What follows belongs to an exercise in optimizing a design on an open flow for small area, a short achievable clock period and few clock cycles per item; a production flow would make more cautious choices. Where RTL was checked, it was by simulation tests only, not by an equivalence proof against the original. The RTL of runs 1 to 5 was laid out without a check of its function. Power is estimated from default activity; no workload was simulated.

==> flow/design.v (outline; a module is shown in full before it is edited, if it fits) <==
// module pp_cpa_sk: 1675 lines
// module pp_reduction_sequencer: 100 lines
module pp_reduction_sequencer #(
    parameter int WIDTH  = 128,
    parameter int MAX_PP = 16,
    parameter int CNT_W  = 5
) (
    input  logic             clk,
    input  logic             rst,
    input  logic             start,
    input  logic [CNT_W-1:0] pp_count,
    output logic             busy,
    output logic             err,
    input  logic             in_valid,
    output logic             in_ready,
    input  logic [WIDTH-1:0] in_pp0,
    input  logic [WIDTH-1:0] in_pp1,
    output logic             out_valid,
    input  logic             out_ready,
    output logic [WIDTH-1:0] out_result
);
  // ...
==> flow/run.sh <==
#!/bin/bash
# synth_recipe.tcl (not shown) runs the flow's synth.tcl, then flattens the netlist and writes it again
# the make line also repeats each setting of config.mk as NAME=value (left out here)
make -C /OpenROAD-flow-scripts/flow DESIGN_CONFIG=/design/flow/config.mk WORK_HOME=/design/flow/orfs CLKGATE_MAP_FILE= SYNTH_SCRIPT=/design/flow/synth_recipe.tcl finish
==> flow/config.mk <==
export PLATFORM = sky130hd
export DESIGN_NAME = pp_reduction_sequencer
export DESIGN_NICKNAME = pp_reduction_sequencer
export VERILOG_FILES = /design/flow/design.v
export SDC_FILE = /design/flow/constraint.sdc
export NUM_CORES = 4
export LEC_CHECK = 0
export CAP_MARGIN = 20
export CORE_MARGIN = 2
export CORE_UTILIZATION = 40
export SLEW_MARGIN = 20
==> flow/constraint.sdc <==
create_clock -name core_clock -period 4.0 [get_ports {clk}]
set_input_delay 0.8000 -clock core_clock [delete_from_list [all_inputs] [get_ports {clk}]]
set_output_delay 0.8000 -clock core_clock [all_outputs]
set_load 0.01 [all_outputs]
==> run notes, run 1 <==
* Relative slew margins at 0.4572
* Checks that blocked a clean result: setup timing
* EDFF count, synth at 128
* Top delay family on crit path: compound AO/OA/AOI/OAI gates
* Time the worst path needs with I/O delays and setup at 4.208 ns
* Post-DR wirelength/cell at 16.85 um
* Number of endpoints with negative hold slack in the final report at 0
* Via count of the first global-routing pass at 14.49k
* Metal1 wirelength at 20590 um
* Antenna diode count at 1
* Clk network pwr share at 0.161
* Outcome: complete, but fails checks
* Total sequential power at 2130 uW
* Cell depth of the worst min-delay path at 2
* Filler cell count at 3093
* Met3 usage at 0.03511
* Dominant class by area: multi-input gates
* Synth Area in Compound Gates at 0.1122
* Number of setup violations in the final report at 55
* Critical path endpoint category: flop
* End point of the worst hold path: r_res_valid$_SDFF_PP0_
* Worst-path clk slew at 0.06 ns
* Buffers on Ports at 397
* Maximum clock frequency at 237.7 MHz
* Unrepaired setup endpoints after global routing: yes
* Worst flop-to-flop path startpoint: r_mask1$_SDFFE_PP0P_
* Area share of the largest cell type after synthesis at 0.2509
* Setup ws final at -0.2076 ns
==> module pp_reduction_sequencer, before the edit <==
module pp_reduction_sequencer #(
    parameter int WIDTH  = 128,
    parameter int MAX_PP = 16,
    parameter int CNT_W  = 5
) (
    input  logic             clk,
    input  logic             rst,
    input  logic             start,
    input  logic [CNT_W-1:0] pp_count,
    output logic             busy,
    output logic             err,
    input  logic             in_valid,
    output logic             in_ready,
    input  logic [WIDTH-1:0] in_pp0,
    input  logic [WIDTH-1:0] in_pp1,
    output logic             out_valid,
    input  logic             out_ready,
    output logic [WIDTH-1:0] out_result
);
    localparam logic [CNT_W-1:0] c_MAX_PP = CNT_W'(MAX_PP);
    localparam logic [CNT_W-1:0] c_ONE    = CNT_W'(1);
    logic             r_active;      
    logic             r_first;       
    logic             r_odd;
    logic [CNT_W-1:0] r_beats_left;
    logic             r_mask1;       
    logic             r_res_valid;   
    logic             r_err;
    logic [WIDTH-1:0] r_acc;
    logic             w_count_ok;
    logic [CNT_W-1:0] w_beats_init;
    logic             w_last_beat;
    logic             w_beat_fire;
    logic             w_res_take;
    logic             w_start_take;
    logic [WIDTH-1:0] w_base;
    logic [WIDTH-1:0] w_lane1;
    logic [WIDTH-1:0] w_csa_s;
    logic [WIDTH-1:0] w_csa_c;
    assign w_count_ok   = (pp_count != '0) && (pp_count <= c_MAX_PP);
    assign w_beats_init = (pp_count >> 1) + {{(CNT_W-1){1'b0}}, pp_count[0]};
    assign w_last_beat  = (r_beats_left == c_ONE);
    assign in_ready     = r_active && !(r_res_valid && !out_ready);
    assign w_beat_fire  = in_valid && in_ready;
    assign w_res_take   = r_res_valid && out_ready;
    assign busy         = r_active && !(w_beat_fire && w_last_beat);
    assign w_start_take = start && !busy;
    assign w_base  = r_first ? '0 : r_acc;
    assign w_lane1 = r_mask1 ? '0 : in_pp1;
    assign w_csa_s = w_base ^ in_pp0 ^ w_lane1;
    assign w_csa_c = {(w_base[WIDTH-2:0] & in_pp0[WIDTH-2:0]) |
                      (w_base[WIDTH-2:0] & w_lane1[WIDTH-2:0]) |
                      (in_pp0[WIDTH-2:0] & w_lane1[WIDTH-2:0]), 1'b0};
    logic [WIDTH-1:0] w_acc_next;
    pp_cpa_sk u_cpa (
        .a (w_csa_s),
        .b (w_csa_c),
        .y (w_acc_next)
    );
    always_ff @(posedge clk) begin
        if (w_beat_fire) begin
            r_acc <= w_acc_next;
        end
    end
    always_ff @(posedge clk) begin
        if (rst) begin
            r_active     <= 1'b0;
            r_first      <= 1'b0;
            r_odd        <= 1'b0;
            r_mask1      <= 1'b0;
            r_beats_left <= '0;
            r_res_valid  <= 1'b0;
            r_err        <= 1'b0;
        end else begin
            r_err <= w_start_take && !w_count_ok;
            if (w_res_take) begin
                r_res_valid <= 1'b0;
            end
            if (w_beat_fire) begin
                r_first      <= 1'b0;
                r_beats_left <= r_beats_left - c_ONE;
                r_mask1      <= r_odd && (r_beats_left == CNT_W'(2));
                if (w_last_beat) begin
                    r_active    <= 1'b0;
                    r_res_valid <= 1'b1;
                end
            end
            if (w_start_take && w_count_ok) begin
                r_active     <= 1'b1;
                r_first      <= 1'b1;
                r_odd        <= pp_count[0];
                r_beats_left <= w_beats_init;
                r_mask1      <= (pp_count == c_ONE);
            end
        end
    end
    assign err        = r_err;
    assign out_valid  = r_res_valid;
    assign out_result = r_acc;
endmodule
==> run 2: changes to the inputs <==
--- a/flow/design.v
+++ b/flow/design.v
@@ -1,4 +1,16 @@
 `default_nettype none
-module pp_cpa_sk (
+module pp_blk_add_fa (
+    input  logic [9:0] a,
+    input  logic [9:0] b,
+    output logic [9:0] y
+);
+    logic [10:0] k;
+    assign k[0] = 1'b0;
+    for (genvar i = 0; i < 10; i++) begin : g_fa
+        assign y[i]   = a[i] ^ b[i] ^ k[i];
+        assign k[i+1] = (a[i] & b[i]) | (a[i] & k[i]) | (b[i] & k[i]);
+    end
+endmodule
+module pp_out_add_sk (
     input  logic [127:0] a,
     input  logic [127:0] b,
@@ -1696,4 +1708,6 @@
     localparam logic [CNT_W-1:0] c_MAX_PP = CNT_W'(MAX_PP);
     localparam logic [CNT_W-1:0] c_ONE    = CNT_W'(1);
+    localparam int BW = 8;
+    localparam int NB = WIDTH / BW;
     logic             r_active;      
     logic             r_first;       
@@ -1704,4 +1718,9 @@
     logic             r_err;
     logic [WIDTH-1:0] r_acc;
+    logic [NB-1:0]    r_cb;          
+    logic [NB-1:0]    w_base_cb;
+    logic [NB-1:0]    w_cb_next;
+    logic [WIDTH-1:0] w_acc_next;
+    logic [WIDTH-1:0] w_carries;
     logic             w_count_ok;
     logic [CNT_W-1:0] w_beats_init;
@@ -1728,15 +1747,24 @@
                       (w_base[WIDTH-2:0] & w_lane1[WIDTH-2:0]) |
                       (in_pp0[WIDTH-2:0] & w_lane1[WIDTH-2:0]), 1'b0};
-    logic [WIDTH-1:0] w_acc_next;
-    pp_cpa_sk u_cpa (
-        .a (w_csa_s),
-        .b (w_csa_c),
-        .y (w_acc_next)
-    );
+    assign w_base_cb = r_first ? '0 : r_cb;
+    for (genvar b = 0; b < NB; b++) begin : g_blk
+        logic [BW+1:0] w_t;
+        pp_blk_add_fa u_add (
+            .a ({1'b0, w_csa_s[b*BW +: BW], 1'b1}),
+            .b ({1'b0, w_csa_c[b*BW +: BW], (b == 0) ? 1'b0 : w_base_cb[b]}),
+            .y (w_t)
+        );
+        assign w_acc_next[b*BW +: BW] = w_t[BW:1];
+        assign w_cb_next[b]           = w_t[BW+1];
+    end
     always_ff @(posedge clk) begin
         if (w_beat_fire) begin
             r_acc <= w_acc_next;
+            r_cb  <= {w_cb_next[NB-2:0], 1'b0};
         end
     end
+    for (genvar b = 0; b < NB; b++) begin : g_res
+        assign w_carries[b*BW +: BW] = {{(BW-1){1'b0}}, (b == 0) ? 1'b0 : r_cb[b]};
+    end
     always_ff @(posedge clk) begin
         if (rst) begin
@@ -1773,5 +1801,9 @@
     assign err        = r_err;
     assign out_valid  = r_res_valid;
-    assign out_result = r_acc;
+    pp_out_add_sk u_res (
+        .a (r_acc),
+        .b (w_carries),
+        .y (out_result)
+    );
 endmodule
 `default_nettype wire
==> flow/flow/run.sh (new file) <==
#!/bin/bash
# Standard ORFS layout, except that the port buffers are plain buf_1 cells
# (resizing may still upsize them) instead of the default delay buffers.
set -euo pipefail
bash standard.sh BUFFER_PORTS_ARGS="-buffer_cell sky130_fd_sc_hd__buf_1" finish > make_finish.log 2>&1
==> flow/standard.sh (new file) <==
#!/bin/bash
# synth_recipe.tcl (not shown) runs the flow's synth.tcl, then flattens the netlist and writes it again
# the make line also repeats each setting of config.mk as NAME=value (left out here)
make -C /OpenROAD-flow-scripts/flow DESIGN_CONFIG=/design/flow/config.mk WORK_HOME=/design/flow/orfs CLKGATE_MAP_FILE= SYNTH_SCRIPT=/design/flow/synth_recipe.tcl "${@:-finish}"
removed: flow/run.sh
==> run 2 against run 1 <==
  * Still fails the layout checks on setup timing
  * Sequential power grew 8%
  * Clock-buffer cell count up 11
  * Clock skew about the same
  * Wire length fell by 15%
  * Clock power shrank 4%
  * Utilization down 11 points
  * Non-clock buffer count shrank 146
  * Area after synthesis down 3.3%
  * Largest cell class unchanged
==> run notes, run 2 <==
* Clock buffer count from CTS at 17
* Layout cells sized above 1 at 0.3120
* Post-CTS Hold Buffers at 0
* Post-Place Cells at 2204
* Actual transition at the worst max-transition pin at 0.6984 ns
* Clock latency at the later pin of the worst-skew pair at 0.45 ns
* End point of the worst hold path: r_res_valid$_SDFF_PP0_
* Buffers on Ports at 397 (unchanged)
* Worst-case clock buffer depth at 2
* Worst flop-to-flop path startpoint: r_first$_SDFFE_PP0P_
* Slowest library cell on the worst path: sky130_fd_sc_hd__fa_1
* Checks that blocked a clean result: setup timing
* Final-stage net count at 2348
* Site row count at 70
* Worst Hold Launch: r_res_valid$_SDFF_PP0_
* Most frequent cells after synthesis: sky130_fd_sc_hd__fa_1 (255), sky130_fd_sc_hd__nor2b_1 (187), sky130_fd_sc_hd__inv_1 (147)
* EDFF count, synth at 143 (+12%)
* Top post-synthesis cells by area: sky130_fd_sc_hd__fa_1 (34%), sky130_fd_sc_hd__edfxtp_1 (29%), sky130_fd_sc_hd__nor2b_1 (7.9%)
* DRC errors left at 0
* Final GP Congestion at 0.8916
* Crit-path cells: buf_12 -> nand2b_1 -> fa_1 -> inv_1 -> fa_2 -> fa_2 -> fa_2 -> fa_2 -> fa_2 -> fa_2 -> fa_2 -> fa_2
* Worst-path clk slew at 0.06 ns (about the same)
* Clk sink count at 154
* First DRT Iteration DRCs at 385
* Core Region at 36520 um^2
* Depth of the most critical reg-to-reg path at 12
* Number of endpoints with negative hold slack in the final report at 0 (unchanged)
* Post-DP HPWL at 33340 um
* Time the worst path needs with I/O delays and setup at 4.491 ns (+0.2832 ns)
* Vias post-DR at 10.84k
* Via count normalized by instance count at 4.742
* Relative slew margins at 0.5344 (+0.07725)
* Worst hold path class: reg2reg
* Critical path's largest stage delay at 0.52 ns
* Filler cell count at 3195 (+3.3%)
* Slew Viols, Final at 0
* Number of unique standard cell types used by synthesis at 51
* Registers with the highest flip-flop counts: r_acc: 128 flops, r_cb: 15 flops, r_beats_left: 5 flops
* Post-detailed-routing wire length at 41020 um
* Chip Height at 196.5 um
* Most repeated library cell on the critical path: sky130_fd_sc_hd__fa_2
* Share of synthesized area occupied by flip-flops and latches at 0.3047
* Power density of the placed cells at 340.9 nW/um^2
* Via count of the first global-routing pass at 11.86k (-18%)
* Most frequent cells in the layout: sky130_fd_sc_hd__buf_1 (321), sky130_fd_sc_hd__nor2b_1 (177), sky130_fd_sc_hd__edfxtp_1 (143)
* TritonCTS clock tree: yes
* Number of levels in the clock H-tree at 4
* Number of setup violations in the final report at 108 (+96%)
* Die Area at 38600 um^2
* Reported leakage power at 0.007964 uW
* Area added between synthesis and finish at 36.22%
* Maxcap violations at 0
* Post-Route Skew at 0.01377 ns
* Number of antenna violations at the first check in global routing at 3
* Area share of the largest cell type after synthesis at 0.3445 (+0.09357)
* Maximum clock frequency at 222.7 MHz (-6.3%)
* Data arrival time at the worst-slack endpoint at 4.67 ns
* Post-layout total power at 6881 uW
* Startpoint types: flop
* Drt first pass iters at 7
* Register with the most flip-flops: r_acc
* Worst Hold Slack at 0.5063 ns
* Total standard cell area after synthesis at 14820 um^2
* Unrepaired setup endpoints after global routing: yes
* Clk root buf: sky130_fd_sc_hd__clkbuf_16
* Synthesized instance count at 1261
* Pin count of the biggest net entering global routing at 114
* Count of state elements after synthesis at 154
* Leading cell type in the layout, fill and taps excluded: sky130_fd_sc_hd__buf_1
* Warnings, synthesis at 1
* FF-to-FF setup slack at -0.49 ns
* Library cell with the largest summed area after synthesis: sky130_fd_sc_hd__fa_1
* Post-route fraction of the period consumed by the critical path at 1.123
* Cell depth of the worst min-delay path at 2 (unchanged)
* Critical path data required time at 4.18 ns
* Asr flop ratio synth at 0
* Overall routing resource usage at 0.2177
* Reg2Reg Capture Point: r_acc[79]$_DFFE_PP_
* Mean cell area of the mapped netlist at 11.75 um^2
* Outcome: complete, but fails checks
* Max reg flops at 128
* Most repeated cell in the gate-level netlist after synthesis: sky130_fd_sc_hd__fa_1
* Non-filler instance count after layout at 2285
* Prevailing post-synth register cell: sky130_fd_sc_hd__edfxtp_1
* Post-DR wirelength/cell at 17.95 um (+6.5%)
* Worst Path Max Fanout at 9
* Wire length of the first global-routing pass at 63360 um
* Worst ir drop on vdd at 294.2 uV
* Syn Nets at 1808
* Setup ws final at -0.4908 ns (-0.2832 ns)
* Starting density of the core at 0.4057
* Die extent in x at 196.5 um
* I/O pins at 398
* Post-DRT Antenna Nets at 0
* Overflow left after global routing at 0
* Classification of the worst setup path: reg2reg
* Critical path endpoint category: flop
-- run 2: changes by cell type after synthesis, moves of 16 or more --
cell                       change
sky130_fd_sc_hd__inv_1       -195
sky130_fd_sc_hd__fa_1        +122
sky130_fd_sc_hd__nor2b_1     +122
sky130_fd_sc_hd__nand2b_1    -119
sky130_fd_sc_hd__ha_1        -107
sky130_fd_sc_hd__a21oi_1      -77
sky130_fd_sc_hd__nor2_1       -31
sky130_fd_sc_hd__a21o_1       -25
sky130_fd_sc_hd__o21ai_0      -24
sky130_fd_sc_hd__nand3_1      +16
-- run 2: report_power, final --
group          switching [uW]  internal [uW]  leakage [uW]
clock network             676           1010      0.000307
registers                 133           2160       0.00140
logic                    1500           1400       0.00626
-- run 2: repair_timing --
action | 4_1_cts | 5_1_grt
pin swaps | 73 | 44
resized for setup | 195 | 96
setup endpoints to repair | 131 | 129
buffers inserted | 30 | 19
-- run 2: metrics by stage --
stage | utilization | setup TNS (ns) | instance area, um^2 | setup WS, ns
2_1_floorplan | - | -13.15 | 15360 | -0.4960
3_3_place_gp | 0.4983 | -33.24 | 18200 | -0.7739
3_5_place_dp | 0.4983 | -35.02 | 18200 | -0.8087
4_1_cts | 0.5392 | -26.56 | 19690 | -0.4965
5_1_grt | 0.5526 | -39.93 | 20180 | -0.6038
6_report | 0.5527 | -25.65 | 20190 | -0.4908
-- run 2: worst max path at each step --
stage | from | cells past startpoint | slack, ns | to
after detailed placement | in_pp0[56] | 13 | -0.81 | r_acc[63]$_DFFE_PP_
after floorplan | r_first$_SDFFE_PP0P_ | 14 | -0.50 | r_acc[87]$_DFFE_PP_
final | r_first$_SDFFE_PP0P_ | 12 | -0.49 | r_acc[79]$_DFFE_PP_
after CTS | r_first$_SDFFE_PP0P_ | 12 | -0.50 | r_acc[111]$_DFFE_PP_
after global routing | r_acc[16]$_DFFE_PP_ | 13 | -0.60 | out_result[126]
after global placement | in_pp0[112] | 12 | -0.77 | r_acc[119]$_DFFE_PP_
-- run 2: critical path: cells and delay by family (launching register included) --
kind          cells  cell delay [ns]
fa+ha+maj         9             3.42
buf+inv           2             0.24
simple gates      1             0.16
flops             1             0.42
-- run 2: cell families (layout without fill, tap and decap cells) --
family                     Yosys count  in the layout  synth area share
and+or+nand+nor                    472            472            0.1838
adders and majority gates          281            281            0.3665
buffers and inverters              193            746           0.05134
DFF                                154            154            0.3047
xor gates and xnor gates           121            121           0.07203
AOI/OAI and AO/OA                   39             39           0.02102
muxes                                1              1         0.0006755
other                                0              3                 0
-- run 2: layout make-up --
class	count	area, um^2	area share
Tap cell	468	585.6	0.02901
Multi-Input combinational cell	914	10730	0.5313
Sequential cell	154	4522	0.2240
Clock inverter	4	20.02	0.0009918
Timing Repair Buffer	566	3105	0.1538
Antenna cell	3	7.507	0.0003719
Inverter	148	628.1	0.03112
Clock buffer	28	591.8	0.02932
-- run 2: per-layer routing --
| metal | global-route usage | up-vias | wire length, um |
|---|---|---|---|
| li1 | - | 5083 | - |
| met1 | 0.2741 | 5419 | 16910 |
| met2 | 0.3726 | 280 | 20850 |
| met3 | 0.05031 | 51 | 2240 |
| met4 | 0.06958 | 2 | 1005 |
| met5 | 0 | - | 13 |
==> run 3: changes to the inputs <==
--- a/flow/config.mk
+++ b/flow/config.mk
@@ -6,4 +6,5 @@
 export NUM_CORES = 4
 export LEC_CHECK = 0
+export ABC_CLOCK_PERIOD_IN_PS = 2500
 export CAP_MARGIN = 20
 export CORE_MARGIN = 2
==> run 3 against run 2 <==
  * Still fails the layout checks on setup timing
  * Sequential share of layout area unchanged
  * Register-to-register slack about the same
  * Utilization unchanged
  * Non-clock buffer count unchanged
  * Area after synthesis unchanged
  * Via count unchanged
  * First-iteration DRC count unchanged
  * Wire length unchanged
  * Clock-buffer cell count unchanged
  * Synthesized cell count unchanged
  * Critical path type unchanged
  * Flip-flop and latch count unchanged
  * Global-route usage unchanged
==> run notes, run 3 <==
* Top delay family on crit path: adder cells
* Via count of the first global-routing pass at 11.86k (unchanged)
* First DRT Iteration DRCs at 385 (unchanged)
* Post-layout utilization of the core at 0.5527 (unchanged)
* Number of antenna violations at the first check in global routing at 3 (unchanged)
* Worst Hold Launch: r_res_valid$_SDFF_PP0_
* Maximum clock frequency at 222.7 MHz (unchanged)
* Most repeated cell in the gate-level netlist after synthesis: sky130_fd_sc_hd__fa_1
* Worst Hold Slack at 0.5063 ns (unchanged)
* Combinational family with the most area after synthesis: adder cells
* Core Region at 36520 um^2 (unchanged)
* Chip Height at 196.5 um (unchanged)
* Pin count of the biggest net entering global routing at 114 (unchanged)
* Clk network pwr share at 0.245 (about the same)
* Actual transition at the worst max-transition pin at 0.6984 ns (unchanged)
* Cell area after layout at 20190 um^2 (unchanged)
* Reported leakage power at 0.007964 uW (unchanged)
* Post-Route Skew at 0.01377 ns (unchanged)
* Setup ws final at -0.4908 ns (unchanged)
* Buffers on Ports at 397 (unchanged)
* Worst flop-to-flop path startpoint: r_first$_SDFFE_PP0P_
* Switching power at 2309 uW (unchanged)
* Post-DRT Antenna Nets at 0 (unchanged)
* Clock buffer count from CTS at 17 (unchanged)
* Top post-synthesis cells by area: sky130_fd_sc_hd__fa_1 (34%), sky130_fd_sc_hd__edfxtp_1 (29%), sky130_fd_sc_hd__nor2b_1 (7.9%)
* Layout cells sized above 1 at 0.3120 (unchanged)
* Site row count at 70 (unchanged)
* Post-CTS Hold Buffers at 0 (unchanged)
* Non-filler instance count after layout at 2285 (unchanged)
* Die extent in x at 196.5 um (unchanged)
* Registers with the highest flip-flop counts: r_acc: 128 flops, r_cb: 15 flops, r_beats_left: 5 flops
* Area added between synthesis and finish at 36.22% (unchanged)
* Checks that blocked a clean result: setup timing
* Launch point of the critical path: r_first$_SDFFE_PP0P_
* Overall routing resource usage at 0.2177 (unchanged)
* Worst ir drop on vdd at 294.2 uV (unchanged)
* Clk root buf: sky130_fd_sc_hd__clkbuf_16
* Number of endpoints with negative hold slack in the final report at 0 (unchanged)
* Slowest library cell on the worst path: sky130_fd_sc_hd__fa_1
* TritonCTS clock tree: yes
* DRC errors left at 0 (unchanged)
* Vias post-DR at 10.84k (unchanged)
* Asr flop ratio synth at 0 (unchanged)
* Share of cell area taken by muxes after synthesis at 0.0006755 (unchanged)
* Internal power consumption at 4573 uW (unchanged)
* Cell area after placement at 18200 um^2 (unchanged)
* Startpoint types: flop
* Synth Area in Compound Gates at 0.02103 (unchanged)
* Number of levels in the clock H-tree at 4 (unchanged)
* Wire length of the first global-routing pass at 63360 um (unchanged)
* Count of state elements after synthesis at 154 (unchanged)
* Most frequent cells after synthesis: sky130_fd_sc_hd__fa_1 (255), sky130_fd_sc_hd__nor2b_1 (187), sky130_fd_sc_hd__inv_1 (147)
* Share of synthesized area occupied by flip-flops and latches at 0.3047 (unchanged)
* I/O pins at 398 (unchanged)
* Via count normalized by instance count at 4.742 (unchanged)
* Layer with the highest usage after global routing: met2
* Total standard cell area after synthesis at 14820 um^2 (unchanged)
* Syn Nets at 1808 (unchanged)
* Starting density of the core at 0.4057 (unchanged)
* Worst-path clk slew at 0.06 ns (about the same)
* XOR/XNOR Fraction of Synth Area at 0.07203 (unchanged)
* Worst-case clock buffer depth at 2 (unchanged)
* Post-DP HPWL at 33340 um (unchanged)
* Switching power share of the total at 0.3355 (unchanged)
* Overflow left after global routing at 0 (unchanged)
* Most repeated library cell on the critical path: sky130_fd_sc_hd__fa_2
* Final GP Congestion at 0.8916 (unchanged)
* Worst Path Max Fanout at 9 (unchanged)
* Classification of the worst setup path: reg2reg
* Clock latency at the later pin of the worst-skew pair at 0.45 ns (about the same)
* Most frequent cells in the layout: sky130_fd_sc_hd__buf_1 (321), sky130_fd_sc_hd__nor2b_1 (177), sky130_fd_sc_hd__edfxtp_1 (143)
* Slew Viols, Final at 0 (unchanged)
* Post-DR wirelength/cell at 17.95 um (unchanged)
* Number of setup violations in the final report at 108 (unchanged)
* Post-Place Cells at 2204 (unchanged)
* Critical path's largest stage delay at 0.52 ns (about the same)
* Post-route fraction of the period consumed by the critical path at 1.123 (unchanged)
* Share of total power in combinational logic at 0.422 (about the same)
* Drt first pass iters at 7 (unchanged)
* Unrepaired setup endpoints after global routing: yes
* Setup Slack @ Placement at -0.8087 ns (unchanged)
* Die Area at 38600 um^2 (unchanged)
* Reg power frac at 0.334 (about the same)
* Warnings, synthesis at 1 (unchanged)
* Relative slew margins at 0.5344 (unchanged)
* Max reg flops at 128 (unchanged)
* Outcome: complete, but fails checks
* FF-to-FF setup slack at -0.49 ns (about the same)
* Maxcap violations at 0 (unchanged)
* Worst hold path class: reg2reg
* Leading cell type in the layout, fill and taps excluded: sky130_fd_sc_hd__buf_1
* Post-detailed-routing wire length at 41020 um (unchanged)
* Clk sink count at 154 (unchanged)
* Power density of the placed cells at 340.9 nW/um^2 (unchanged)
* Time the worst path needs with I/O delays and setup at 4.491 ns (unchanged)
* Simple-gate area share of the yosys netlist at 0.1838 (unchanged)
* Mean cell area of the mapped netlist at 11.75 um^2 (unchanged)
* Final-stage net count at 2348 (unchanged)
* Critical path data required time at 4.18 ns (about the same)
* Area share of the largest cell type after synthesis at 0.3445 (unchanged)
* Prevailing post-synth register cell: sky130_fd_sc_hd__edfxtp_1
* Buffers and inverters on the worst path at 2 (unchanged)
* Crit-path cells: buf_12 -> nand2b_1 -> fa_1 -> inv_1 -> fa_2 -> fa_2 -> fa_2 -> fa_2 -> fa_2 -> fa_2 -> fa_2 -> fa_2
* Met1 Usage GRT at 0.2741 (unchanged)
* Register with the most flip-flops: r_acc
* Met3 usage at 0.05031 (unchanged)
* EDFF count, synth at 143 (unchanged)
* Number of unique standard cell types used by synthesis at 51 (unchanged)
* Library cell with the largest summed area after synthesis: sky130_fd_sc_hd__fa_1
* Critical path endpoint category: flop
* Data arrival time at the worst-slack endpoint at 4.67 ns (about the same)
* Adder and majority cell fraction of the synthesized area at 0.3665 (unchanged)
* GR met2 Demand/Resource at 0.3726 (unchanged)
* Synthesized instance count at 1261 (unchanged)
run 3: cell counts in the layout (fill, tap and decap cells not counted):
Identical to the previous run, type by type.
run 3: final timing paths:
path | end | cells after the start
setup reg to reg | r_acc[79]$_DFFE_PP_ | 12
hold / removal | r_res_valid$_SDFF_PP0_ | 2
setup / recovery | r_acc[79]$_DFFE_PP_ | 12
hold reg to reg | r_res_valid$_SDFF_PP0_ | 2
run 3: logic make-up after synthesis:
group / Yosys count
mux: 1
fa+ha+maj: 281
simple gates: 472
flops: 154
buf+inv: 193
compound gates: 39
xor+xnor: 121
run 3: area by class of cell:
type	count	area, um^2
fill	3195	16340
antenna	3	7.507
sequential	154	4522
inverter	148	628.1
clock buffer	28	591.8
clock inverter	4	20.02
timing repair buffer	566	3105
tap	468	585.6
multi-input combinational	914	10730
run 3: what timing repair did:
| action | CTS | global route |
|---|---|---|
| setup buffers | 30 | 19 |
| cloned | 0 | 0 |
| setup endpoints to repair | 131 | 129 |
| gates resized for setup | 195 | 96 |
| hold endpoints to repair | 0 | 0 |
| pin swaps | 73 | 44 |
run 3: stage by stage:
step | total power (uW) | setup TNS (ns)
floorplan | 4093 | -13.15
global placement | 4953 | -33.24
detailed placement | 5079 | -35.02
CTS | 6922 | -26.56
global route | 7413 | -39.93
finish | 6881 | -25.65
run 3: power by group through the flow:
| stage | Combinational (uW) | Sequential, uW | Clock, uW |
|---|---|---|---|
| floorplan | 1800 | 2300 | 0 |
| global placement | 2640 | 2320 | 0 |
| detailed placement | 2760 | 2320 | 0 |
| CTS | 2900 | 2290 | 1730 |
| global route | 3310 | 2310 | 1790 |
| finish | 2900 | 2300 | 1680 |
run 3: routing by layer:
metal | part of all wire | vias to the layer above
li1 | - | 5083
met1 | 0.41 | 5419
met2 | 0.51 | 280
met3 | 0.055 | 51
met4 | 0.025 | 2
met5 | 0.00032 | -
run 3: worst register-to-register path, cell delays in order, from the launching register on:
cell                       delay (ns)
sky130_fd_sc_hd__dfxtp_4         0.42
sky130_fd_sc_hd__buf_12          0.18
sky130_fd_sc_hd__nand2b_1        0.16
sky130_fd_sc_hd__fa_1            0.52
sky130_fd_sc_hd__inv_1           0.07
sky130_fd_sc_hd__fa_2            0.36
sky130_fd_sc_hd__fa_2            0.35
sky130_fd_sc_hd__fa_2            0.35
sky130_fd_sc_hd__fa_2            0.36
sky130_fd_sc_hd__fa_2            0.36
sky130_fd_sc_hd__fa_2            0.37
sky130_fd_sc_hd__fa_2            0.35
sky130_fd_sc_hd__fa_2            0.40
==> run 4: changes to the inputs <==
--- a/flow/design.v
+++ b/flow/design.v
@@ -1,11 +1,11 @@
 `default_nettype none
 module pp_blk_add_fa (
-    input  logic [9:0] a,
-    input  logic [9:0] b,
-    output logic [9:0] y
+    input  logic [5:0] a,
+    input  logic [5:0] b,
+    output logic [5:0] y
 );
-    logic [10:0] k;
+    logic [6:0] k;
     assign k[0] = 1'b0;
-    for (genvar i = 0; i < 10; i++) begin : g_fa
+    for (genvar i = 0; i < 6; i++) begin : g_fa
         assign y[i]   = a[i] ^ b[i] ^ k[i];
         assign k[i+1] = (a[i] & b[i]) | (a[i] & k[i]) | (b[i] & k[i]);
@@ -1708,5 +1708,5 @@
     localparam logic [CNT_W-1:0] c_MAX_PP = CNT_W'(MAX_PP);
     localparam logic [CNT_W-1:0] c_ONE    = CNT_W'(1);
-    localparam int BW = 8;
+    localparam int BW = 4;
     localparam int NB = WIDTH / BW;
     logic             r_active;      
--- a/flow/config.mk
+++ b/flow/config.mk
@@ -6,5 +6,4 @@
 export NUM_CORES = 4
 export LEC_CHECK = 0
-export ABC_CLOCK_PERIOD_IN_PS = 2500
 export CAP_MARGIN = 20
 export CORE_MARGIN = 2
==> run 4 against run 3 <==
  * Largest power group unchanged
  * Critical path type is now reg2out
  * Wire length rose by 7.4%
  * Non-clock buffer count fell by 61
  * Clock skew fell by 0.0011 ns
  * Hold slack got worse by 0.015 ns
  * Register-to-register slack improved by 0.94 ns
  * The layout still fails its checks (setup timing)
  * Cell area rose by 3.7%
  * Fmax rose by 3.7%
==> run notes, run 4 <==
* Outcome: complete, but fails checks
* Checks that blocked a clean result: setup timing
* Met3 usage at 0.04725 (-0.003063)
* Syn Nets at 2101 (+16%)
* Pin count of the biggest net entering global routing at 165 (+45%)
* Mean cell area of the mapped netlist at 10.82 um^2 (-7.9%)
* Prevailing post-synth register cell: sky130_fd_sc_hd__edfxtp_1
* Post-DR wirelength/cell at 17.17 um (-4.3%)
* Post-CTS Hold Buffers at 0 (unchanged)
* Clock buffer count from CTS at 17 (unchanged)
* Setup Slack @ Placement at -0.1046 ns (+0.7041 ns)
* DRC errors left at 0 (unchanged)
* Simple-gate area share of the yosys netlist at 0.1735 (-0.01030)
* Via count normalized by instance count at 4.824 (+1.7%)
* Starting density of the core at 0.4067 (+0.0009378)
* Slowest library cell on the worst path: sky130_fd_sc_hd__edfxtp_1
* Register with the most flip-flops: r_acc
* Reported leakage power at 0.008903 uW (+12%)
* Worst Path Max Fanout at 4 (-5)
* First DRT Iteration DRCs at 515 (+34%)
* Critical path endpoint category: output port
* GR met2 Demand/Resource at 0.3495 (-0.02308)
* Overflow left after global routing at 0 (unchanged)
* Relative slew margins at 0.3537 (-0.1808)
* Number of levels in the clock H-tree at 4 (unchanged)
* Combinational family with the most area after synthesis: adder cells
* Depth of the most critical reg-to-reg path at 9 (-3)
* Die extent in x at 208.0 um (+5.9%)
* Area share of the largest cell type after synthesis at 0.3079 (-0.03656)
* Data arrival time at the worst-slack endpoint at 3.53 ns (-1.14 ns)
* Clk sink count at 170 (+10%)
* Filler cell count at 3758 (+18%)
* Worst-path clk slew at 0.07 ns (about the same)
* Total standard cell area after synthesis at 16640 um^2 (+12%)
* Worst hold path class: reg2reg
* Via count of the first global-routing pass at 13.18k (+11%)
* Setup ws final at -0.3314 ns (+0.1594 ns)
* Actual transition at the worst max-transition pin at 0.9695 ns (+0.2711 ns)
* I/O pins at 398 (unchanged)
* Slew Viols, Final at 0 (unchanged)
* Overall routing resource usage at 0.2064 (-0.01129)
* Power density of the placed cells at 321.3 nW/um^2 (-5.7%)
* Worst Hold Slack at 0.4910 ns (-0.01529 ns)
* Number of endpoints with negative hold slack in the final report at 0 (unchanged)
* Buffers and inverters on the worst path at 3 (+1)
* Crit-path cells: ha_4 -> and4_4 -> a31oi_4 -> o21ai_1 -> buf_4 -> or2_1 -> a41o_1 -> a31oi_4 -> o31ai_4 -> buf_4 -> a221o_1 -> xor2_1 -> buf_2
* Met1 Usage GRT at 0.2632 (-0.01092)
* Asr flop ratio synth at 0 (unchanged)
* Warnings, synthesis at 1 (unchanged)
* Drt first pass iters at 5 (-2)
* Cell area after layout at 20940 um^2 (+3.7%)
* Worst-case clock buffer depth at 2 (unchanged)
* Site row count at 74 (+5.7%)
* Critical path data required time at 3.20 ns (-0.98 ns)
* TritonCTS clock tree: yes
* Post-route fraction of the period consumed by the critical path at 1.083 (-0.03985)
* Core Region at 40920 um^2 (+12%)
* Die Area at 43250 um^2 (+12%)
* Number of cells on the critical path at 13 (+1)
* Count of state elements after synthesis at 170 (+10%)
* Post-DRT Antenna Nets at 0 (unchanged)
* Top delay family on crit path: compound AO/OA/AOI/OAI gates
* Share of cell area taken by muxes after synthesis at 0.0006015 (-0.00007405)
* Chip Height at 208.0 um (+5.9%)
* Final-stage net count at 2580 (+9.9%)
* Final GP Congestion at 0.9596 (+7.6%)
* Synthesized instance count at 1538 (+22%)
* Registers with the highest flip-flop counts: r_acc: 128 flops, r_cb: 31 flops, r_beats_left: 5 flops
* Adder and majority cell fraction of the synthesized area at 0.3388 (-0.02769)
* Maximum clock frequency at 230.9 MHz (+3.7%)
* Layout cells sized above 1 at 0.1626 (-0.1495)
* Cell area after placement at 19210 um^2 (+5.6%)
* Layer with the highest usage after global routing: met2
* Share of synthesized area occupied by flip-flops and latches at 0.3001 (-0.004525)
* Post-detailed-routing wire length at 44040 um (+7.4%)
* XOR/XNOR Fraction of Synth Area at 0.06368 (-0.008346)
* Classification of the worst setup path: reg2out
* Clk root buf: sky130_fd_sc_hd__clkbuf_16
* Most frequent cells in the layout: sky130_fd_sc_hd__buf_1 (315), sky130_fd_sc_hd__inv_1 (302), sky130_fd_sc_hd__fa_1 (254)
* Number of setup violations in the final report at 68 (-37%)
* Post-Place Cells at 2493 (+13%)
* Number of unique standard cell types used by synthesis at 59 (+16%)
* Cell depth of the worst min-delay path at 2 (unchanged)
* Worst ir drop on vdd at 222.1 uV (-25%)
* Maxcap violations at 0 (unchanged)
* Critical path's largest stage delay at 0.44 ns (-0.08 ns)
* Top post-synthesis cells by area: sky130_fd_sc_hd__fa_1 (31%), sky130_fd_sc_hd__edfxtp_1 (29%), sky130_fd_sc_hd__nand2b_1 (7.0%)
* Most frequent cells after synthesis: sky130_fd_sc_hd__inv_1 (302), sky130_fd_sc_hd__fa_1 (256), sky130_fd_sc_hd__nand2b_1 (186)
* Buffers on Ports at 397 (unchanged)
* Post-Route Skew at 0.01266 ns (-0.001112 ns)
* Most repeated cell in the gate-level netlist after synthesis: sky130_fd_sc_hd__inv_1
* Leading cell type in the layout, fill and taps excluded: sky130_fd_sc_hd__buf_1
* Non-filler instance count after layout at 2565 (+12%)
* Startpoint types: flop
* Clock latency at the later pin of the worst-skew pair at 0.45 ns (about the same)
* Number of antenna violations at the first check in global routing at 8 (+5)
* Unrepaired setup endpoints after global routing: yes
* Library cell with the largest summed area after synthesis: sky130_fd_sc_hd__fa_1
* Wire length of the first global-routing pass at 69390 um (+9.5%)
* EDFF count, synth at 159 (+11%)
* Max reg flops at 128 (unchanged)
* Area added between synthesis and finish at 25.83%
* Time the worst path needs with I/O delays and setup at 4.331 ns (-0.1594 ns)
* Vias post-DR at 12.37k (+14%)
* Synth Area in Compound Gates at 0.04346 (+0.02243)
* Post-DP HPWL at 35050 um (+5.1%)
run 4: power breakdown:
part | switching, uW | internal (uW)
combinational | 1450 | 1200
clock | 732 | 866
sequential | 155 | 2340
total | 2330 | 4400
run 4: worst register-to-register path, delay by kind of cell, from the launching register on:
kind | cells | cell delay, ns
AND/OR/NAND/NOR | 1 | 0.16
adder cells (fa/ha/maj) | 5 | 2.19
buffers and inverters | 3 | 0.51
flip-flops | 1 | 0.43
run 4: area by class of cell:
type	count	area (um^2)	area share
Antenna cell	3	7.507	0.0003585
Clock inverter	5	36.28	0.001733
Timing Repair Buffer	505	2534	0.1210
Clock buffer	27	504.2	0.02408
Multi-Input combinational cell	1020	11050	0.5276
Tap cell	532	665.6	0.03179
Inverter	303	1142	0.05455
Sequential cell	170	5002	0.2389
run 4: per-stage QoR:
step	utilization	power [uW]	setup TNS, ns
after floorplan	-	4158	0
after detailed placement	0.4695	5059	-0.6871
after CTS	0.4963	6751	-8.821
final	0.5117	6729	-9.964
after global placement	0.4695	4943	-0.3686
after global routing	0.5117	7278	-24.42
run 4: layer usage:
layer  wire [um]  part of all wire  vias up
met5          61            0.0014        -
met4         999             0.023       10
met3        2718             0.062       53
met2       22280              0.51      370
met1       17980              0.41     6177
li1            -                 -     5763
run 4: final timing paths:
kind                              from              endpoint  slack (ns)
setup / recovery   r_acc[76]$_DFFE_PP_       out_result[113]       -0.33
hold / removal      r_odd$_SDFFE_PP0P_  r_mask1$_SDFFE_PP0P_        0.49
setup reg to reg  r_mask1$_SDFFE_PP0P_   r_acc[47]$_DFFE_PP_        0.45
hold reg to reg     r_odd$_SDFFE_PP0P_  r_mask1$_SDFFE_PP0P_        0.49
run 4: what timing repair did:
item | 4_1_cts | 5_1_grt
setup buffers | 13 | 26
pin swaps | 34 | 41
endpoints found under the setup margin | 93 | 94
gates resized for setup | 137 | 112
run 4: logic make-up after synthesis:
family                     Yosys count
AOI/OAI and AO/OA                  102
xor gates and xnor gates           121
buffers and inverters              348
and+or+nand+nor                    499
adders and majority gates          297
muxes                                1
DFF                                170
==> run 5: changes to the inputs <==
--- a/flow/config.mk
+++ b/flow/config.mk
@@ -6,4 +6,5 @@
 export NUM_CORES = 4
 export LEC_CHECK = 0
+export ABC_CLOCK_PERIOD_IN_PS = 2500
 export CAP_MARGIN = 20
 export CORE_MARGIN = 2
==> run 5 against run 4 <==
  * The layout still fails its checks (setup timing)
  * Largest cell class unchanged
  * Synthesized cell count unchanged
  * Combinational power is essentially flat
  * Clock-buffer cell count did not move
  * Wire length stayed put
  * Flip-flop and latch count unchanged
  * Via count unchanged
  * Setup slack unchanged
  * Area after synthesis unchanged
  * Clock skew is the same
  * Critical path depth unchanged
  * Final cell count unchanged
  * Fmax did not move
  * Largest power group unchanged
==> run notes, run 5 <==
* Syn Nets at 2101 (unchanged)
* Setup ws final at -0.3314 ns (unchanged)
* Most frequent cells in the layout: sky130_fd_sc_hd__buf_1 (315), sky130_fd_sc_hd__inv_1 (302), sky130_fd_sc_hd__fa_1 (254)
* Post-Place Cells at 2493 (unchanged)
* Area added between synthesis and finish at 25.83% (unchanged)
* Most repeated cell in the gate-level netlist after synthesis: sky130_fd_sc_hd__inv_1
* Worst Hold Launch: r_odd$_SDFFE_PP0P_
* Slew Viols, Final at 0 (unchanged)
* Cell depth of the worst min-delay path at 2 (unchanged)
* Post-DR wirelength/cell at 17.17 um (unchanged)
* Warnings, synthesis at 1 (unchanged)
* Final-stage net count at 2580 (unchanged)
* Top post-synthesis cells by area: sky130_fd_sc_hd__fa_1 (31%), sky130_fd_sc_hd__edfxtp_1 (29%), sky130_fd_sc_hd__nand2b_1 (7.0%)
* Non-filler instance count after layout at 2565 (unchanged)
* Maximum clock frequency at 230.9 MHz (unchanged)
* Registers with the highest flip-flop counts: r_acc: 128 flops, r_cb: 31 flops, r_beats_left: 5 flops
* Chip Height at 208.0 um (unchanged)
* Worst Path Max Fanout at 4 (unchanged)
* Post-layout total power at 6729 uW (unchanged)
* Area share of the largest cell type after synthesis at 0.3079 (unchanged)
* Actual transition at the worst max-transition pin at 0.9695 ns (unchanged)
* Most frequent cells after synthesis: sky130_fd_sc_hd__inv_1 (302), sky130_fd_sc_hd__fa_1 (256), sky130_fd_sc_hd__nand2b_1 (186)
* Via count normalized by instance count at 4.824 (unchanged)
* Starting density of the core at 0.4067 (unchanged)
* Register with the most flip-flops: r_acc
* Asr flop ratio synth at 0 (unchanged)
* Clock latency at the later pin of the worst-skew pair at 0.45 ns (about the same)
* Total standard cell area after synthesis at 16640 um^2 (unchanged)
* Worst-case clock buffer depth at 2 (unchanged)
* Outcome: complete, but fails checks
* Worst ir drop on vdd at 222.1 uV (unchanged)
* Site row count at 74 (unchanged)
* Filler cell count at 3758 (unchanged)
* Final total negative setup slack at -9.964 ns (unchanged)
* Clock buffer count from CTS at 17 (unchanged)
* Mean cell area of the mapped netlist at 10.82 um^2 (unchanged)
* Library cell with the largest summed area after synthesis: sky130_fd_sc_hd__fa_1
* Classification of the worst setup path: reg2out
* Relative slew margins at 0.3537 (unchanged)
* Number of endpoints with negative hold slack in the final report at 0 (unchanged)
* Worst-path clk slew at 0.07 ns (about the same)
* Maxcap violations at 0 (unchanged)
* Post-DP HPWL at 35050 um (unchanged)
* Leading cell type in the layout, fill and taps excluded: sky130_fd_sc_hd__buf_1
* Time the worst path needs with I/O delays and setup at 4.331 ns (unchanged)
* Post-layout utilization of the core at 0.5117 (unchanged)
* Clk root buf: sky130_fd_sc_hd__clkbuf_16
* Power density of the placed cells at 321.3 nW/um^2 (unchanged)
* Clk sink count at 170 (unchanged)
* Critical path endpoint category: output port
* Die extent in x at 208.0 um (unchanged)
* Die Area at 43250 um^2 (unchanged)
* Reg2Reg Capture Point: r_acc[47]$_DFFE_PP_
* Max reg flops at 128 (unchanged)
* Overflow left after global routing at 0 (unchanged)
* Data arrival time at the worst-slack endpoint at 3.53 ns (about the same)
* Share of synthesized area occupied by flip-flops and latches at 0.3001 (unchanged)
* Buffers on Ports at 397 (unchanged)
* DRC errors left at 0 (unchanged)
* Drt first pass iters at 5 (unchanged)
* Pin count of the biggest net entering global routing at 165 (unchanged)
* Checks that blocked a clean result: setup timing
* Unrepaired setup endpoints after global routing: yes
* Synthesized instance count at 1538 (unchanged)
* Number of unique standard cell types used by synthesis at 59 (unchanged)
* Number of antenna violations at the first check in global routing at 8 (unchanged)
* Vias post-DR at 12.37k (unchanged)
* Post-DRT Antenna Nets at 0 (unchanged)
* I/O pins at 398 (unchanged)
* End point of the worst hold path: r_mask1$_SDFFE_PP0P_
* Count of state elements after synthesis at 170 (unchanged)
* Post-CTS Hold Buffers at 0 (unchanged)
* Post-Route Skew at 0.01266 ns (unchanged)
* Via count of the first global-routing pass at 13.18k (unchanged)
* TritonCTS clock tree: yes
* Post-route fraction of the period consumed by the critical path at 1.083 (unchanged)
* Prevailing post-synth register cell: sky130_fd_sc_hd__edfxtp_1
* Layout cells sized above 1 at 0.1626 (unchanged)
* Overall routing resource usage at 0.2064 (unchanged)
* Final GP Congestion at 0.9596 (unchanged)
* Critical path data required time at 3.20 ns (about the same)
* First DRT Iteration DRCs at 515 (unchanged)
* Startpoint types: flop
* EDFF count, synth at 159 (unchanged)
* FF-to-FF setup slack at 0.45 ns (about the same)
* Depth of the most critical reg-to-reg path at 9 (unchanged)
* Worst flop-to-flop path startpoint: r_mask1$_SDFFE_PP0P_
* Post-detailed-routing wire length at 44040 um (unchanged)
* Worst hold path class: reg2reg
* Core Region at 40920 um^2 (unchanged)
* Wire length of the first global-routing pass at 69390 um (unchanged)
* Reported leakage power at 0.008903 uW (unchanged)
* Number of levels in the clock H-tree at 4 (unchanged)
* Number of setup violations in the final report at 68 (unchanged)
run 5: cell counts after synthesis:
Identical to the previous run, type by type.
run 5: cell families after synthesis:
family,synth area share
adders and majority gates,0.3388
AOI/OAI and AO/OA,0.04346
buffers and inverters,0.07984
xor gates and xnor gates,0.06368
DFF,0.3001
muxes,0.0006015
and+or+nand+nor,0.1735
run 5: how the worst max path moves through the flow:
stage	start	endpoint	slack [ns]	cells after the start
floorplan	r_acc[4]$_DFFE_PP_	out_result[32]	0.30	12
global placement	r_acc[100]$_DFFE_PP_	out_result[122]	-0.12	11
detailed placement	r_acc[4]$_DFFE_PP_	out_result[82]	-0.10	13
CTS	r_acc[52]$_DFFE_PP_	out_result[108]	-0.29	12
global route	r_acc[28]$_DFFE_PP_	out_result[108]	-0.47	13
finish	r_acc[76]$_DFFE_PP_	out_result[113]	-0.33	13
run 5: cell type report:
type	instances	area [um^2]	area share
clock buffers	27	504.2	0.02408
flip-flops and latches	170	5002	0.2389
clock inverters	5	36.28	0.001733
multi-input cells	1020	11050	0.5276
well taps	532	665.6	0.03179
inverters	303	1142	0.05455
diodes	3	7.507	0.0003585
repair buffers	505	2534	0.1210
run 5: timing repair:
| action | 4_1_cts | 5_1_grt |
|---|---|---|
| pin swaps | 34 | 41 |
| setup endpoints to repair | 93 | 94 |
| gates resized for setup | 137 | 112 |
| buffers inserted | 13 | 26 |
run 5: power by group:
group          total (uW)  internal (uW)  switching [uW]
combinational        2640           1200            1450
clock                1600            866             732
sequential           2490           2340             155
total                6730           4400            2330
run 5: routing by layer:
metal | part of all wire | GRT usage | vias up
met2 | 0.51 | 0.3495 | 370
li1 | - | - | 5763
met3 | 0.062 | 0.04725 | 53
met1 | 0.41 | 0.2632 | 6177
met4 | 0.023 | 0.06456 | 10
met5 | 0.0014 | 0 | -
run 5: worst max-delay path, stage by stage, from the launching register on:
cell	delay, ns
sky130_fd_sc_hd__edfxtp_1	0.44
sky130_fd_sc_hd__ha_4	0.28
sky130_fd_sc_hd__and4_4	0.21
sky130_fd_sc_hd__a31oi_4	0.22
sky130_fd_sc_hd__o21ai_1	0.11
sky130_fd_sc_hd__buf_4	0.16
sky130_fd_sc_hd__or2_1	0.25
sky130_fd_sc_hd__a41o_1	0.28
sky130_fd_sc_hd__a31oi_4	0.23
sky130_fd_sc_hd__o31ai_4	0.13
sky130_fd_sc_hd__buf_4	0.15
sky130_fd_sc_hd__a221o_1	0.29
sky130_fd_sc_hd__xor2_1	0.16
sky130_fd_sc_hd__buf_2	0.16
run 5: per-stage QoR:
stage	worst slack, ns	area, um^2	hold slack (ns)
after floorplan	0.2952	16650	0.4541
final	-0.3314	20940	0.4910
after CTS	-0.2881	20310	0.4961
after global placement	-0.1175	19210	0.4858
after detailed placement	-0.1046	19210	0.4818
after global routing	-0.4698	20940	0.5248
==> run 6: changes to the inputs <==
--- a/flow/design.v
+++ b/flow/design.v
@@ -1,14 +1,111 @@
 `default_nettype none
-module pp_blk_add_fa (
-    input  logic [5:0] a,
-    input  logic [5:0] b,
-    output logic [5:0] y
+module pp_blk_add_bk (
+    input  logic [17:0] a,
+    input  logic [17:0] b,
+    output logic [17:0] y
 );
-    logic [6:0] k;
-    assign k[0] = 1'b0;
-    for (genvar i = 0; i < 6; i++) begin : g_fa
-        assign y[i]   = a[i] ^ b[i] ^ k[i];
-        assign k[i+1] = (a[i] & b[i]) | (a[i] & k[i]) | (b[i] & k[i]);
-    end
+    logic [17:0] g0, p0;
+    assign g0 = a & b;
+    assign p0 = a ^ b;
+    logic g1_1;
+    assign g1_1 = g0[1] | (p0[1] & g0[0]);
+    logic g1_3;
+    assign g1_3 = g0[3] | (p0[3] & g0[2]);
+    logic p1_3;
+    assign p1_3 = p0[3] & p0[2];
+    logic g1_5;
+    assign g1_5 = g0[5] | (p0[5] & g0[4]);
+    logic p1_5;
+    assign p1_5 = p0[5] & p0[4];
+    logic g1_7;
+    assign g1_7 = g0[7] | (p0[7] & g0[6]);
+    logic p1_7;
+    assign p1_7 = p0[7] & p0[6];
+    logic g1_9;
+    assign g1_9 = g0[9] | (p0[9] & g0[8]);
+    logic p1_9;
+    assign p1_9 = p0[9] & p0[8];
+    logic g1_11;
+    assign g1_11 = g0[11] | (p0[11] & g0[10]);
+    logic p1_11;
+    assign p1_11 = p0[11] & p0[10];
+    logic g1_13;
+    assign g1_13 = g0[13] | (p0[13] & g0[12]);
+    logic p1_13;
+    assign p1_13 = p0[13] & p0[12];
+    logic g1_15;
+    assign g1_15 = g0[15] | (p0[15] & g0[14]);
+    logic p1_15;
+    assign p1_15 = p0[15] & p0[14];
+    logic g1_17;
+    assign g1_17 = g0[17] | (p0[17] & g0[16]);
+    logic p1_17;
+    assign p1_17 = p0[17] & p0[16];
+    logic g2_3;
+    assign g2_3 = g1_3 | (p1_3 & g1_1);
+    logic g2_7;
+    assign g2_7 = g1_7 | (p1_7 & g1_5);
+    logic p2_7;
+    assign p2_7 = p1_7 & p1_5;
+    logic g2_11;
+    assign g2_11 = g1_11 | (p1_11 & g1_9);
+    logic p2_11;
+    assign p2_11 = p1_11 & p1_9;
+    logic g2_15;
+    assign g2_15 = g1_15 | (p1_15 & g1_13);
+    logic p2_15;
+    assign p2_15 = p1_15 & p1_13;
+    logic g3_7;
+    assign g3_7 = g2_7 | (p2_7 & g2_3);
+    logic g3_15;
+    assign g3_15 = g2_15 | (p2_15 & g2_11);
+    logic p3_15;
+    assign p3_15 = p2_15 & p2_11;
+    logic g4_15;
+    assign g4_15 = g3_15 | (p3_15 & g3_7);
+    logic g5_11;
+    assign g5_11 = g2_11 | (p2_11 & g3_7);
+    logic g6_5;
+    assign g6_5 = g1_5 | (p1_5 & g2_3);
+    logic g6_9;
+    assign g6_9 = g1_9 | (p1_9 & g3_7);
+    logic g6_13;
+    assign g6_13 = g1_13 | (p1_13 & g5_11);
+    logic g6_17;
+    assign g6_17 = g1_17 | (p1_17 & g4_15);
+    logic g7_2;
+    assign g7_2 = g0[2] | (p0[2] & g1_1);
+    logic g7_4;
+    assign g7_4 = g0[4] | (p0[4] & g2_3);
+    logic g7_6;
+    assign g7_6 = g0[6] | (p0[6] & g6_5);
+    logic g7_8;
+    assign g7_8 = g0[8] | (p0[8] & g3_7);
+    logic g7_10;
+    assign g7_10 = g0[10] | (p0[10] & g6_9);
+    logic g7_12;
+    assign g7_12 = g0[12] | (p0[12] & g5_11);
+    logic g7_14;
+    assign g7_14 = g0[14] | (p0[14] & g6_13);
+    logic g7_16;
+    assign g7_16 = g0[16] | (p0[16] & g4_15);
+    assign y[0] = p0[0];
+    assign y[1] = p0[1] ^ g0[0];
+    assign y[2] = p0[2] ^ g1_1;
+    assign y[3] = p0[3] ^ g7_2;
+    assign y[4] = p0[4] ^ g2_3;
+    assign y[5] = p0[5] ^ g7_4;
+    assign y[6] = p0[6] ^ g6_5;
+    assign y[7] = p0[7] ^ g7_6;
+    assign y[8] = p0[8] ^ g3_7;
+    assign y[9] = p0[9] ^ g7_8;
+    assign y[10] = p0[10] ^ g6_9;
+    assign y[11] = p0[11] ^ g7_10;
+    assign y[12] = p0[12] ^ g5_11;
+    assign y[13] = p0[13] ^ g7_12;
+    assign y[14] = p0[14] ^ g6_13;
+    assign y[15] = p0[15] ^ g7_14;
+    assign y[16] = p0[16] ^ g4_15;
+    assign y[17] = p0[17] ^ g7_16;
 endmodule
 module pp_out_add_sk (
@@ -1708,5 +1805,5 @@
     localparam logic [CNT_W-1:0] c_MAX_PP = CNT_W'(MAX_PP);
     localparam logic [CNT_W-1:0] c_ONE    = CNT_W'(1);
-    localparam int BW = 4;
+    localparam int BW = 16;
     localparam int NB = WIDTH / BW;
     logic             r_active;      
@@ -1750,5 +1847,5 @@
     for (genvar b = 0; b < NB; b++) begin : g_blk
         logic [BW+1:0] w_t;
-        pp_blk_add_fa u_add (
+        pp_blk_add_bk u_add (
             .a ({1'b0, w_csa_s[b*BW +: BW], 1'b1}),
             .b ({1'b0, w_csa_c[b*BW +: BW], (b == 0) ? 1'b0 : w_base_cb[b]}),
--- a/flow/config.mk
+++ b/flow/config.mk
@@ -6,5 +6,5 @@
 export NUM_CORES = 4
 export LEC_CHECK = 0
-export ABC_CLOCK_PERIOD_IN_PS = 2500
+export ABC_AREA = 1
 export CAP_MARGIN = 20
 export CORE_MARGIN = 2
==> run 6 against run 5 <==
  * The run now finishes clean
  * Cell area grew 5.6%
  * Wire length up 27%
  * Critical path depth decreased by 1
  * Clock power is 7% higher
  * Fmax grew 12%
  * First-iteration DRC count grew 110%
  * Global-route usage up 2.2 points
  * Sequential share of layout area decreased by 4.5 points
  * Hold slack improved by 0.014 ns
  * Flip-flop and latch count down 24
  * Critical endpoint is now out_result[42]
  * Largest cell class unchanged
  * Largest power group unchanged
==> run notes, run 6 <==
* Outcome: complete, no violations
* Reg2Reg Capture Point: r_acc[12]$_DFFE_PP_
* Non-filler instance count after layout at 3589 (+40%)
* Worst-path clk slew at 0.07 ns (about the same)
* Syn Nets at 3155 (+50%)
* Registers with the highest flip-flop counts: r_acc: 128 flops, r_cb: 7 flops, r_beats_left: 5 flops
* Final-stage net count at 3552 (+38%)
* Buffers on Ports at 397 (unchanged)
* Data arrival time at the worst-slack endpoint at 3.06 ns (-0.47 ns)
* Worst Hold Launch: r_beats_left[4]$_SDFFE_PP0P_
* Area share of the largest cell type after synthesis at 0.2123 (-0.09570)
* Share of synthesized area occupied by flip-flops and latches at 0.2238 (-0.07635)
* Chip Height at 222.5 um (+7.0%)
* Post-detailed-routing wire length at 56070 um (+27%)
* Most frequent cells in the layout: sky130_fd_sc_hd__nand2_1 (682), sky130_fd_sc_hd__inv_1 (569), sky130_fd_sc_hd__buf_1 (395)
* Switching power share of the total at 0.3967 (+0.05011)
* Core Region at 47450 um^2 (+16%)
* Number of endpoints with negative hold slack in the final report at 0 (unchanged)
* Layout cells sized above 1 at 0.04712 (-0.1154)
* I/O pins at 398 (unchanged)
* Post-Place Cells at 3550 (+42%)
* Post-DRT Antenna Nets at 0 (unchanged)
* Actual transition at the worst max-transition pin at 0.6464 ns (-0.3231 ns)
* Worst Hold Slack at 0.5048 ns (+0.01382 ns)
* FF+latch area at 4277 um^2 (-15%)
* Critical path endpoint category: output port
* Reg power frac at 0.287 (-0.083)
* Count of state elements after synthesis at 146 (-14%)
* First DRT Iteration DRCs at 1066 (+110%)
* Startpoint types: flop
* Clk sink count at 146 (-14%)
* Pin count of the biggest net entering global routing at 61 (-63%)
* Worst hold path class: reg2reg
* Filler cell count at 4912 (+31%)
* Maximum clock frequency at 258.9 MHz (+12%)
* Relative slew margins at 0.5691 (+0.2154)
* Vias post-DR at 17.38k (+40%)
* Die Area at 49510 um^2 (+14%)
* Synthesized instance count at 2561 (+67%)
* Number of levels in the clock H-tree at 4 (unchanged)
* Die extent in x at 222.5 um (+7.0%)
* Post-Route Skew at 0.01082 ns (-0.001836 ns)
* Starting density of the core at 0.4026 (-0.004101)
* Post-layout total power at 7814 uW (+16%)
* Leading cell type in the layout, fill and taps excluded: sky130_fd_sc_hd__nand2_1
* Mean cell area of the mapped netlist at 7.458 um^2 (-31%)
* Post-DP HPWL at 45170 um (+29%)
* Post-CTS Hold Buffers at 0 (unchanged)
* Number of setup violations in the final report at 0 (-100%)
* Asr flop ratio synth at 0 (unchanged)
* Max reg flops at 128 (unchanged)
* Post-route fraction of the period consumed by the critical path at 0.9657 (-0.1172)
* Site row count at 80 (+8.1%)
* Post-DR wirelength/cell at 15.62 um (-9.0%)
* EDFF count, synth at 135 (-15%)
* Library cell with the largest summed area after synthesis: sky130_fd_sc_hd__edfxtp_1
* Worst-case clock buffer depth at 2 (unchanged)
* Total standard cell area after synthesis at 19100 um^2 (+15%)
* Via count normalized by instance count at 4.842 (+0.37%)
* Share of total power in combinational logic at 0.493 (+0.101)
* Clk network pwr share at 0.219 (-0.019)
* Number of unique standard cell types used by synthesis at 42 (-29%)
* Worst ir drop on vdd at 207.8 uV (-6.5%)
* Power density of the placed cells at 353.3 nW/um^2 (+10%)
* Wire length of the first global-routing pass at 89260 um (+29%)
* Internal power consumption at 4714 uW (+7.2%)
* Drt first pass iters at 5 (unchanged)
* Worst flop-to-flop path startpoint: r_mask1$_SDFFE_PP0P_
* Clock buffer count from CTS at 17 (unchanged)
* Most frequent cells after synthesis: sky130_fd_sc_hd__nand2_1 (684), sky130_fd_sc_hd__inv_1 (572), sky130_fd_sc_hd__nor2_1 (287)
* Clock latency at the later pin of the worst-skew pair at 0.45 ns (about the same)
* FF-to-FF setup slack at 0.28 ns (-0.17 ns)
* Via count of the first global-routing pass at 17.57k (+33%)
* Warnings, synthesis at 1 (unchanged)
* Worst Path Max Fanout at 4 (unchanged)
* Critical path data required time at 3.20 ns (about the same)
* Clk root buf: sky130_fd_sc_hd__clkbuf_16
* Final GP Congestion at 0.8893 (-7.3%)
* Number of antenna violations at the first check in global routing at 5 (-3)
* Area used by multi-input combinational logic at 12320 um^2 (+12%)
* Classification of the worst setup path: reg2out
* Most repeated cell in the gate-level netlist after synthesis: sky130_fd_sc_hd__nand2_1
* Overall routing resource usage at 0.2282 (+0.02183)
* DRC errors left at 0 (unchanged)
* Area added between synthesis and finish at 15.79%
* Post-layout utilization of the core at 0.4661 (-0.04560)
* Switching power at 3099 uW (+33%)
* Overflow left after global routing at 0 (unchanged)
* Time the worst path needs with I/O delays and setup at 3.863 ns (-0.4686 ns)
* Reported leakage power at 0.01139 uW (+28%)
* Prevailing post-synth register cell: sky130_fd_sc_hd__edfxtp_1
* Register with the most flip-flops: r_acc
* Maxcap violations at 0 (unchanged)
* Slew Viols, Final at 0 (unchanged)
* Top post-synthesis cells by area: sky130_fd_sc_hd__edfxtp_1 (21%), sky130_fd_sc_hd__fa_1 (21%), sky130_fd_sc_hd__nand2_1 (13%)
* Cell depth of the worst min-delay path at 2 (unchanged)
* Final total negative setup slack at 0 ns (+9.964 ns)
* Depth of the most critical reg-to-reg path at 16 (+7)
* TritonCTS clock tree: yes
* End point of the worst hold path: r_beats_left[4]$_SDFFE_PP0P_
[run 6: how the worst max path moves through the flow]
stage | startpoint | end | slack [ns] | depth (start not counted)
floorplan | r_first$_SDFFE_PP0P_ | r_acc[14]$_DFFE_PP_ | 0.03 | 19
global placement | in_pp0[1] | r_acc[14]$_DFFE_PP_ | -0.01 | 16
detailed placement | in_pp0[1] | r_acc[14]$_DFFE_PP_ | -0.08 | 16
CTS | r_cb[1]$_DFFE_PP_ | out_result[126] | 0.007 | 14
global route | r_cb[1]$_DFFE_PP_ | out_result[43] | -0.01 | 13
finish | r_cb[1]$_DFFE_PP_ | out_result[42] | 0.14 | 12
[run 6: kinds of logic after synthesis]
group,share of synthesized area
AO/OA/AOI/OAI,0.05771
flip-flops,0.2238
AND/OR/NAND/NOR,0.2501
adder cells (fa/ha/maj),0.2931
XOR/XNOR,0.04173
buffers and inverters,0.1336
[run 6: cell type report]
cell class	instances	area share
flip-flops and latches	146	0.1934
repair buffers	445	0.08933
clock inverters	9	0.005884
clock buffers	23	0.02116
multi-input cells	1773	0.5572
diodes	3	0.0003395
well taps	615	0.03479
inverters	575	0.09788
[run 6: worst max-delay path, stage by stage (launching register included)]
cell	delay [ns]
sky130_fd_sc_hd__edfxtp_1	0.49
sky130_fd_sc_hd__ha_1	0.22
sky130_fd_sc_hd__ha_1	0.23
sky130_fd_sc_hd__inv_1	0.07
sky130_fd_sc_hd__nor2_2	0.18
sky130_fd_sc_hd__nand2_2	0.14
sky130_fd_sc_hd__nor2_4	0.17
sky130_fd_sc_hd__buf_4	0.14
sky130_fd_sc_hd__nand2_1	0.09
sky130_fd_sc_hd__a21boi_0	0.37
sky130_fd_sc_hd__a21oi_1	0.13
sky130_fd_sc_hd__nor2_1	0.21
sky130_fd_sc_hd__buf_1	0.18
[run 6: repair_timing]
action                                  CTS  global route
resized for setup                         4             9
gates cloned                              0             2
pin swaps                                 0             2
endpoints found under the hold margin     0             0
endpoints found under the setup margin   12            69
buffers inserted                          0             2
[run 6: through the flow]
step / area [um^2] / setup WS, ns
4_1_cts: 22010 / 0.007485
6_report: 22120 / 0.1372
2_1_floorplan: 19100 / 0.02641
3_3_place_gp: 21390 / -0.01409
3_5_place_dp: 21390 / -0.08434
5_1_grt: 22110 / -0.009575
[run 6: power by group through the flow]
stage | registers, uW | clock network [uW] | logic (uW)
6_report | 2250 | 1710 | 3860
4_1_cts | 2240 | 1750 | 3890
3_5_place_dp | 2270 | 0 | 3880
3_3_place_gp | 2270 | 0 | 3690
2_1_floorplan | 2230 | 0 | 2810
5_1_grt | 2260 | 1800 | 4460
[run 6: routing by layer]
metal,global-route usage,up-vias,part of all wire
met5,0,-,0.00078
met4,0.06473,6,0.019
met3,0.03570,64,0.058
met2,0.3923,513,0.48
met1,0.2974,8242,0.44
li1,-,8552,-
Testbench counts of run 6, summed over its fixed seeds: cycles 8,944, items 2,000.

## separate check: timing with driven ports
How much do the figures lean on ideal ports? The routed layouts below were timed once more, with nothing changed but the port constraints.
Step 1 (the two cells are an assumption about what drives the block):
set clk [get_ports {clk}]
set_driving_cell -lib_cell sky130_fd_sc_hd__clkbuf_16 $clk
set_driving_cell -lib_cell sky130_fd_sc_hd__buf_2 [delete_from_list [all_inputs] $clk]
Step 2 times the ports against the registers' clock, not the clock port: input delays grow and output delays shrink by t, the midpoint of the rising clock arrivals with the driver on.
Three values: ideal, step 1, step 2; two values: the first two.
| run | t, ns | slack for setup (ns) | hold slack, ns | worst setup path after step 2 | latest minus earliest clock arrival (ns) |
|---|---|---|---|---|---|
| run 1 | 0.498 | -0.208 / -0.185 / -0.683 | 0.495 / 0.495 / 0.495 | input to register | 0.014 / 0.014 |
| run 2 | 0.490 | -0.491 / -0.491 / -0.839 | 0.506 / 0.506 / 0.506 | input to register | 0.014 / 0.014 |
| run 3 | 0.490 | -0.491 / -0.491 / -0.839 | 0.506 / 0.506 / 0.506 | input to register | 0.014 / 0.014 |
| run 4 | 0.494 | -0.331 / -0.383 / 0.111 | 0.491 / 0.491 / 0.491 | register to output | 0.013 / 0.014 |
| run 5 | 0.494 | -0.331 / -0.383 / 0.111 | 0.491 / 0.491 / 0.491 | register to output | 0.013 / 0.014 |
| run 6 | 0.502 | 0.137 / 0.082 / 0.043 | 0.505 / 0.505 / 0.505 | input to register | 0.011 / 0.011 |
The setup slack of run 1, which loses most, moves by +0.023 ns with the drivers and by -0.475 ns with both steps.
